This design comes from an exercise in tuning for small area, a short achievable clock period and few clock cycles per item on the open sky130 flow, not from production work. Function was checked by simulation only, so behaviour that the tests miss may differ from the original. Power figures rest on the tool's default switching activity, not on a simulated workload.

$ cat flow/design.v
`default_nettype none
package bmem_pkg;
    localparam int WORD_BITS = 32;
    localparam int BEAT_BITS = 64;
    localparam int LINE_BITS = 256;
    localparam int BEATS_PER_LINE = LINE_BITS / BEAT_BITS;
    localparam int WORDS_PER_LINE = LINE_BITS / WORD_BITS;
    localparam int OFFSET_BITS = $clog2(LINE_BITS / 8);
    typedef union packed {
        logic [BEATS_PER_LINE-1:0][BEAT_BITS-1:0] beats;
        logic [WORDS_PER_LINE-1:0][WORD_BITS-1:0] words;
    } line_t;
endpackage
`default_nettype wire
`default_nettype none
module beat_counter
(
    input  wire logic       clk,
    input  wire logic       rst,
    input  wire logic       clear_i,
    input  wire logic       count_en_i,
    output logic      [1:0] beat_idx_o,
    output logic            last_beat_o
);
    logic [1:0] count_q;
    always_ff @(posedge clk) begin
        if (rst) begin
            count_q <= 2'd0;
        end else if (clear_i) begin
            count_q <= 2'd0;
        end else if (count_en_i) begin
            count_q <= count_q + 2'd1;
        end
    end
    assign beat_idx_o = count_q;
    assign last_beat_o = (count_q == 2'(bmem_pkg::BEATS_PER_LINE - 1));
endmodule
`default_nettype wire
`default_nettype none
module line_beat_buffer
(
    input  wire logic                 clk,
    input  wire logic                 rst,
    input  bmem_pkg::line_t                     wdata_i,
    input  wire logic                 load_wdata_i,
    input  wire logic                 capture_i,
    input  wire logic [1:0]           beat_idx_i,
    input  wire logic [bmem_pkg::BEAT_BITS-1:0] beat_i,
    output bmem_pkg::line_t                     line_o,
    output logic      [bmem_pkg::BEAT_BITS-1:0] beat_o
);
    bmem_pkg::line_t line_q;
    always_ff @(posedge clk) begin
        if (rst) begin
            line_q <= '0;
        end else if (load_wdata_i) begin
            line_q <= wdata_i;
        end else if (capture_i) begin
            line_q.beats[beat_idx_i] <= beat_i;
        end
    end
    assign beat_o = line_q.beats[beat_idx_i];
    assign line_o = line_q;
endmodule
`default_nettype wire
`default_nettype none
module inst_line_buffer
#(
    parameter int ADDR_W = 32
) (
    input  wire logic              clk,
    input  wire logic              rst,
    input  wire logic [ADDR_W-1:0] fetch_addr_i,
    output logic                   hit_o,
    output logic [bmem_pkg::WORD_BITS-1:0]   word_o,
    input  wire logic              fill_i,
    input  bmem_pkg::line_t                  fill_line_i,
    input  wire logic [ADDR_W-1:0] fill_addr_i,
    input  wire logic              inval_i,
    input  wire logic [ADDR_W-1:0] inval_addr_i
);
    localparam int TAG_W = ADDR_W - bmem_pkg::OFFSET_BITS;
    logic             valid_q;
    logic [TAG_W-1:0] tag_q;
    bmem_pkg::line_t            line_q;
    logic             inval_match;
    assign inval_match = (inval_addr_i[ADDR_W-1:bmem_pkg::OFFSET_BITS] == tag_q);
    always_ff @(posedge clk) begin
        if (rst) begin
            valid_q <= 1'b0;
        end else if (fill_i) begin
            valid_q <= 1'b1;
        end else if (inval_i && inval_match) begin
            valid_q <= 1'b0;
        end
    end
    always_ff @(posedge clk) begin
        if (fill_i) begin
            tag_q  <= fill_addr_i[ADDR_W-1:bmem_pkg::OFFSET_BITS];
            line_q <= fill_line_i;
        end
    end
    assign hit_o = valid_q && (tag_q == fetch_addr_i[ADDR_W-1:bmem_pkg::OFFSET_BITS]);
    assign word_o = line_q.words[fetch_addr_i[bmem_pkg::OFFSET_BITS-1:2]];
endmodule
`default_nettype wire
`default_nettype none
module bridge_fsm
#(
    parameter int ADDR_W = 32
) (
    input  wire logic              clk,
    input  wire logic              rst,
    input  wire logic              fetch_req_i,
    input  wire logic [ADDR_W-1:0] fetch_addr_i,
    input  wire logic              fetch_hit_i,
    output logic                   fetch_resp_o,
    input  wire logic              dline_read_i,
    input  wire logic              dline_write_i,
    input  wire logic [ADDR_W-1:0] dline_addr_i,
    output logic                   dline_resp_o,
    input  wire logic              bmem_ready_i,
    input  wire logic              bmem_rvalid_i,
    output logic                   bmem_read_o,
    output logic                   bmem_write_o,
    output logic [ADDR_W-1:0]      bmem_addr_o,
    input  wire logic              last_beat_i,
    output logic                   beat_count_en_o,
    output logic                   beat_clear_o,
    output logic                   capture_o,
    output logic                   load_wdata_o,
    output logic                   fill_done_o
);
    localparam logic [2:0] S_IDLE     = 3'd0;
    localparam logic [2:0] S_RD_ISSUE = 3'd1;
    localparam logic [2:0] S_RD_WAIT  = 3'd2;
    localparam logic [2:0] S_WR_BEATS = 3'd3;
    localparam logic [2:0] S_RESPOND  = 3'd4;
    logic [2:0]        state_q;
    logic              serve_data_q;
    logic [ADDR_W-1:0] addr_q;
    logic              data_pending;
    logic              rd_beat;
    logic              wr_beat;
    assign data_pending = dline_read_i || dline_write_i;
    assign rd_beat      = (state_q == S_RD_WAIT) && bmem_rvalid_i;
    assign wr_beat      = (state_q == S_WR_BEATS) && bmem_ready_i;
    always_ff @(posedge clk) begin
        if (rst) begin
            state_q      <= S_IDLE;
            serve_data_q <= 1'b0;
        end else begin
            case (state_q)
                S_IDLE: begin
                    if (data_pending) begin
                        serve_data_q <= 1'b1;
                        state_q      <= dline_write_i ? S_WR_BEATS : S_RD_ISSUE;
                    end else if (fetch_req_i) begin
                        serve_data_q <= 1'b0;
                        state_q      <= fetch_hit_i ? S_RESPOND : S_RD_ISSUE;
                    end
                end
                S_RD_ISSUE: begin
                    if (bmem_ready_i) begin
                        state_q <= S_RD_WAIT;
                    end
                end
                S_RD_WAIT: begin
                    if (rd_beat && last_beat_i) begin
                        state_q <= S_RESPOND;
                    end
                end
                S_WR_BEATS: begin
                    if (wr_beat && last_beat_i) begin
                        state_q <= S_RESPOND;
                    end
                end
                default: begin
                    state_q <= S_IDLE;
                end
            endcase
        end
    end
    always_ff @(posedge clk) begin
        if (state_q == S_IDLE) begin
            if (data_pending) begin
                addr_q <= {dline_addr_i[ADDR_W-1:bmem_pkg::OFFSET_BITS], {bmem_pkg::OFFSET_BITS{1'b0}}};
            end else if (fetch_req_i) begin
                addr_q <= {fetch_addr_i[ADDR_W-1:bmem_pkg::OFFSET_BITS], {bmem_pkg::OFFSET_BITS{1'b0}}};
            end
        end
    end
    assign bmem_read_o  = (state_q == S_RD_ISSUE);
    assign bmem_write_o = (state_q == S_WR_BEATS);
    assign bmem_addr_o  = addr_q;
    assign beat_clear_o    = (state_q == S_IDLE);
    assign beat_count_en_o = rd_beat || wr_beat;
    assign capture_o       = rd_beat;
    assign load_wdata_o = (state_q == S_IDLE) && dline_write_i;
    assign fill_done_o = rd_beat && last_beat_i && !serve_data_q;
    assign fetch_resp_o = (state_q == S_RESPOND) && !serve_data_q;
    assign dline_resp_o = (state_q == S_RESPOND) && serve_data_q;
endmodule
`default_nettype wire
`default_nettype none
module bmem_bridge
#(
    parameter int ADDR_W = 32
) (
    input  wire logic                 clk,
    input  wire logic                 rst,
    input  wire logic                 fetch_req_i,
    input  wire logic [ADDR_W-1:0]    fetch_addr_i,
    output logic                      fetch_resp_o,
    output logic      [bmem_pkg::WORD_BITS-1:0] fetch_word_o,
    input  wire logic                 dline_read_i,
    input  wire logic                 dline_write_i,
    input  wire logic [ADDR_W-1:0]    dline_addr_i,
    input  wire logic [bmem_pkg::LINE_BITS-1:0] dline_wdata_i,
    output logic                      dline_resp_o,
    output logic      [bmem_pkg::LINE_BITS-1:0] dline_rdata_o,
    output logic      [ADDR_W-1:0]    bmem_addr_o,
    output logic                      bmem_read_o,
    output logic                      bmem_write_o,
    output logic      [bmem_pkg::BEAT_BITS-1:0] bmem_wdata_o,
    input  wire logic                 bmem_ready_i,
    input  wire logic [bmem_pkg::BEAT_BITS-1:0] bmem_rdata_i,
    input  wire logic                 bmem_rvalid_i
);
    logic       fetch_hit;
    logic       beat_count_en;
    logic       beat_clear;
    logic       capture;
    logic       load_wdata;
    logic       fill_done;
    logic [1:0] beat_idx;
    logic       last_beat;
    logic       inval;
    bmem_pkg::line_t      buf_line;
    bmem_pkg::line_t      fill_line;
    bridge_fsm #(
        .ADDR_W          (ADDR_W)
    ) bridge_fsm_i (
        .clk             (clk),
        .rst             (rst),
        .fetch_req_i     (fetch_req_i),
        .fetch_addr_i    (fetch_addr_i),
        .fetch_hit_i     (fetch_hit),
        .fetch_resp_o    (fetch_resp_o),
        .dline_read_i    (dline_read_i),
        .dline_write_i   (dline_write_i),
        .dline_addr_i    (dline_addr_i),
        .dline_resp_o    (dline_resp_o),
        .bmem_ready_i    (bmem_ready_i),
        .bmem_rvalid_i   (bmem_rvalid_i),
        .bmem_read_o     (bmem_read_o),
        .bmem_write_o    (bmem_write_o),
        .bmem_addr_o     (bmem_addr_o),
        .last_beat_i     (last_beat),
        .beat_count_en_o (beat_count_en),
        .beat_clear_o    (beat_clear),
        .capture_o       (capture),
        .load_wdata_o    (load_wdata),
        .fill_done_o     (fill_done)
    );
    beat_counter beat_counter_i (
        .clk         (clk),
        .rst         (rst),
        .clear_i     (beat_clear),
        .count_en_i  (beat_count_en),
        .beat_idx_o  (beat_idx),
        .last_beat_o (last_beat)
    );
    line_beat_buffer line_beat_buffer_i (
        .clk          (clk),
        .rst          (rst),
        .wdata_i      (dline_wdata_i),
        .load_wdata_i (load_wdata),
        .capture_i    (capture),
        .beat_idx_i   (beat_idx),
        .beat_i       (bmem_rdata_i),
        .line_o       (buf_line),
        .beat_o       (bmem_wdata_o)
    );
    assign dline_rdata_o = buf_line;
    assign fill_line = bmem_pkg::line_t'({bmem_rdata_i, buf_line.beats[bmem_pkg::BEATS_PER_LINE-2:0]});
    assign inval = dline_resp_o && dline_write_i;
    inst_line_buffer #(
        .ADDR_W       (ADDR_W)
    ) inst_line_buffer_i (
        .clk          (clk),
        .rst          (rst),
        .fetch_addr_i (fetch_addr_i),
        .hit_o        (fetch_hit),
        .word_o       (fetch_word_o),
        .fill_i       (fill_done),
        .fill_line_i  (fill_line),
        .fill_addr_i  (bmem_addr_o),
        .inval_i      (inval),
        .inval_addr_i (dline_addr_i)
    );
endmodule
`default_nettype wire
$ cat flow/run.sh
#!/bin/bash
# synth_recipe.tcl (not shown) runs the flow's synth.tcl, then flattens the netlist and writes it again
# the make line also repeats each setting of config.mk as NAME=value (left out here)
make -C /OpenROAD-flow-scripts/flow DESIGN_CONFIG=/design/flow/config.mk WORK_HOME=/design/flow/orfs CLKGATE_MAP_FILE= SYNTH_SCRIPT=/design/flow/synth_recipe.tcl finish
$ cat flow/config.mk
export PLATFORM = sky130hd
export DESIGN_NAME = bmem_bridge
export DESIGN_NICKNAME = bmem_bridge
export VERILOG_FILES = /design/flow/design.v
export SDC_FILE = /design/flow/constraint.sdc
export NUM_CORES = 4
export LEC_CHECK = 0
export CAP_MARGIN = 20
export CORE_AREA = 5 5 355 355
export DIE_AREA = 0 0 360 360
export SLEW_MARGIN = 20
$ cat flow/constraint.sdc
create_clock -name core_clock -period 5.0 [get_ports {clk}]
set_input_delay 1.0000 -clock core_clock [delete_from_list [all_inputs] [get_ports {clk}]]
set_output_delay 1.0000 -clock core_clock [all_outputs]
set_load 0.01 [all_outputs]
==> flow_metrics.env <==
export IMPL_status="complete, no violations"
export IMPL_vdd_ir_drop_max_uv=294
export IMPL_avgSynthCellArea_um2=13.9
export IMPL_dp_final_hpwl_um=77400
export IMPL_port_buffers=766
export IMPL_antenna_found_initial=16
export IMPL_cp_max_fo=21
export IMPL_cts_sinks=573
export IMPL_grtUsageTotal_pct=15.8
export IMPL_cts_buffer_depth=3
export IMPL_cts_resized=0
export IMPL_grt_max_degree=107
export IMPL_gp_congestion=0.838
export IMPL_viasPerCell=4.74
export IMPL_drtIter0Drc=2637
export IMPL_grt_pass1_vias=20000
export IMPL_power_frac_comb_pct=30.7
export IMPL_ant_nets=0
export IMPL_p_leak_nw=12.0
export IMPL_fmax_mhz=237
export IMPL_clock_skew_ps=23.6
export IMPL_critPathCaptureType="primary output"
export IMPL_cp_cell_sequence="buf_6 -> buf_4 -> mux4_2 -> mux2_2 -> clkdlybuf4s50_1"
export IMPL_nets=2835
export IMPL_utilization_pct=29.4
export IMPL_fin_crit_sh_pct=84.5
export IMPL_fin_cells=4130
export IMPL_synth_ff_type="edfxtp_1"
export IMPL_synth_async_reset_ratio_pct=0
export IMPL_syn_inst=1718
export IMPL_syn_area_mm2=0.0240
export IMPL_dieArea_mm2=0.130
export IMPL_clockRootBuffer="clkbuf_16"
export IMPL_min_delay_path_depth=0
export IMPL_cts_max_level=3
export IMPL_cts_inserted_buffers=70
export IMPL_drt_pass1_iter_count=8
export IMPL_ys_seq_area_share_pct=60.8
export IMPL_switching_power_mw=5.60
export IMPL_drc_errors=0
export IMPL_clock_power_share_pct=31.5
export IMPL_slew_violations=0
export IMPL_fin_crit_ps=4230
export IMPL_syn_to_final_growth_pct=49.4
export IMPL_cp_start_kind="input pin"
export IMPL_clk_latency_ps=620
export IMPL_yosysUniqueCellTypes=48
export IMPL_worstRegToRegCells=7
export IMPL_core_area_mm2=0.122
export IMPL_avgRoutedWirePerCell_um=26.0
export IMPL_max_stage_delay_ps=580
export IMPL_row_count=128
export IMPL_ctsHoldBuffers=0
export IMPL_ys_ff_latch=573
export IMPL_required_ps=4000
export IMPL_rsz0062_at_grt="no"
export IMPL_final_hold_violation_count=0
export IMPL_synth_edf_count=310
export IMPL_share_seq_of_total_power_pct=37.8
export IMPL_num_vias=19600
export IMPL_p_int_mw=11.5
export IMPL_cts_setup_buffers=0
export IMPL_cts_tree="done"
export IMPL_initial_core_util_pct=19.7
export IMPL_swShare_pct=32.7
export IMPL_globalRouteOverflowTotal=0
export IMPL_slowest_stage="mux4_2"
export IMPL_worstSetupPathType="in2out"
export IMPL_cts_clk_slew_worst_paths_ps=60
export IMPL_power_density_mw_per_mm2=479
export IMPL_relSlewSlack_pct=22.9
export IMPL_die_y_um=360
export IMPL_setup_violations_final=0
export IMPL_worstMarginPinSlew_ps=1160
export IMPL_tns_ps=0
export IMPL_max_cap_violations=0
export IMPL_grt_pass1_wl_um=151000
export IMPL_yosys_warnings=4
export IMPL_final_layout_size_suffix_gt1_share_pct=14.8
export IMPL_drt_total_wl_um=108000
export IMPL_ios=779
export IMPL_hold_path_class="reg2reg"
export IMPL_die_w_um=360
export IMPL_place_inst=3993
export IMPL_arrival_ps=3230
path summary, 6_finish.rpt:
kind	end	startpoint	slack, ps
max	fetch_word_o[19]	fetch_addr_i[2]	770
min	inst_line_buffer_i.tag_q[2]	bridge_fsm_i.addr_q[7]	450
max reg2reg	line_beat_buffer_i.line_q[236]	beat_counter_i.count_q[0]	1560
min reg2reg	inst_line_buffer_i.tag_q[2]	bridge_fsm_i.addr_q[7]	450
cell families after synthesis:
family                     synth area share (%)
muxes                                      14.9
DFF                                        60.8
xor gates and xnor gates                   2.01
AOI/OAI and AO/OA                          9.88
and+or+nand+nor                            8.39
buffers and inverters                      3.75
other                                    0.0157
adders and majority gates                 0.209
cell usage in the layout, fill, tap and decap left out, types with 3 or more instances in the layout:
cell and n:
clkdlybuf4s50_1 762, nor2_1 320, edfxtp_1 310, dfxtp_1 261, a222oi_1 185, mux4_2 128, a21oi_1 75, nor4_1 75
clkbuf_16 74, mux2_2 59, xor2_1 45, buf_4 32, nand2_1 14, clkinv_2 13, clkbuf_1 12, buf_12 11
xnor2_1 10, clkbuf_8 9, diode_2 8, a22oi_1 8, inv_6 7, bufinv_16 7, nor3_1 6, nand4_1 6
conb_1 5, inv_1 4, and2_4 4, and2_1 4, ha_1 4, clkinvlp_4 3, and3_1 3, o21ai_0 3
per-layer routing:
metal	global-route usage, %	up-vias	routed length [um]
met4	5.88	10	3820
li1	-	8372	-
met2	26.4	1164	51400
met3	3.72	199	9020
met1	20.0	9821	43200
met5	0	-	78
worst max-delay path: cells and delay by family:
family	cells	cell delay [ps]
buf+inv	3	1290
mux	2	900
sequential cells by signal, summed over array words and instances, names as in the netlist:
signal and flops:
beat_counter_i.count_q 2, bridge_fsm_i.addr_q 27, bridge_fsm_i.serve_data_q 1, bridge_fsm_i.state_q 3
inst_line_buffer_i.line_q 256, inst_line_buffer_i.tag_q 27, inst_line_buffer_i.valid_q 1, line_beat_buffer_i.line_q 256
power groups by stage:
stage / registers, mW / clock network [mW] / logic (mW)
after global routing: 6.54 / 5.74 / 5.59
after floorplan: 6.45 / 0 / 2.19
final: 6.48 / 5.39 / 5.25
after CTS: 6.47 / 5.56 / 5.32
after detailed placement: 6.57 / 0 / 5.29
after global placement: 6.55 / 0 / 5.26
synthesized netlist by cell type, types with 2 or more instances:
cell type  number  share of area, %
xnor2_1        10              0.37
clkbuf_1       67               1.0
dfxtp_1       263                22
nor4_1         75               2.0
a22oi_1         8              0.25
nand3_1         2             0.042
ha_1            4              0.21
inv_1           5             0.078
buf_4           5              0.16
o21ai_0         3             0.063
and2_4          2             0.073
mux2i_1         2             0.084
nand2_1        16              0.25
nand3b_1        2             0.063
a21oi_1        75               1.6
nor3_1          6              0.13
buf_2          51               1.1
nor2b_1         2             0.052
mux4_2        128                12
a222oi_1      185               7.7
edfxtp_1      310                39
mux2_2         59               2.8
and3_1          3             0.078
and2_1          6              0.16
buf_1          13              0.20
buf_6          25               1.2
xor2_1         45               1.6
nand4_1         6              0.16
nor2_1        321               5.0
per-stage QoR:
step                setup WS, ps  power [mW]  area (um2)  hold WS, ps
finish                       775        17.1       35800          451
global route                 639        17.9       35800          460
CTS                          703        17.3       35800          448
detailed placement           706        11.9       33300          436
global placement             747        11.8       33300          431
floorplan                  -1070        8.64       24000          443
cell type report:
cell class                      count  area (um2)
Sequential cell                   573       14600
Multi-Input combinational cell    982        8550
Inverter                            6        26.3
Timing Repair Buffer              807        8110
Clock inverter                     34         432
Clock buffer                       95        2020
Antenna cell                        8        20.0
Fill cell                       12400       85900
Tap cell                         1625        2030
Testbench counts, summed over its fixed seeds: cycles 10,540, items 2,640.

-- static timing again, ports no longer ideal --
Ports are ideal in the flow. The routed layout listed here was re-timed in OpenROAD.
Step 1 sets driving cells, clkbuf_16 on the clock port and buf_2 on the other inputs (assumed; they add their load-dependent delay and slew).
Step 2 also shifts input and output timing later by t, the mid clock arrival at the registers, as if the neighbouring blocks saw the same clock.
Slacks: ideal ports / drivers / drivers and shift; pairs: ideal ports / drivers.
t, ns: 0.676
setup slack, ns: 0.775 / 0.633 / 0.633
latest minus earliest clock arrival (ns): 0.028 / 0.029
worst register clock-pin slew, ns: 0.06 / 0.06
worst slew at a driven data input, ns: 0.16
After both steps setup and hold are still met in this run. The setup slack of this run moves by -0.142 ns with the drivers and by -0.142 ns with both steps.
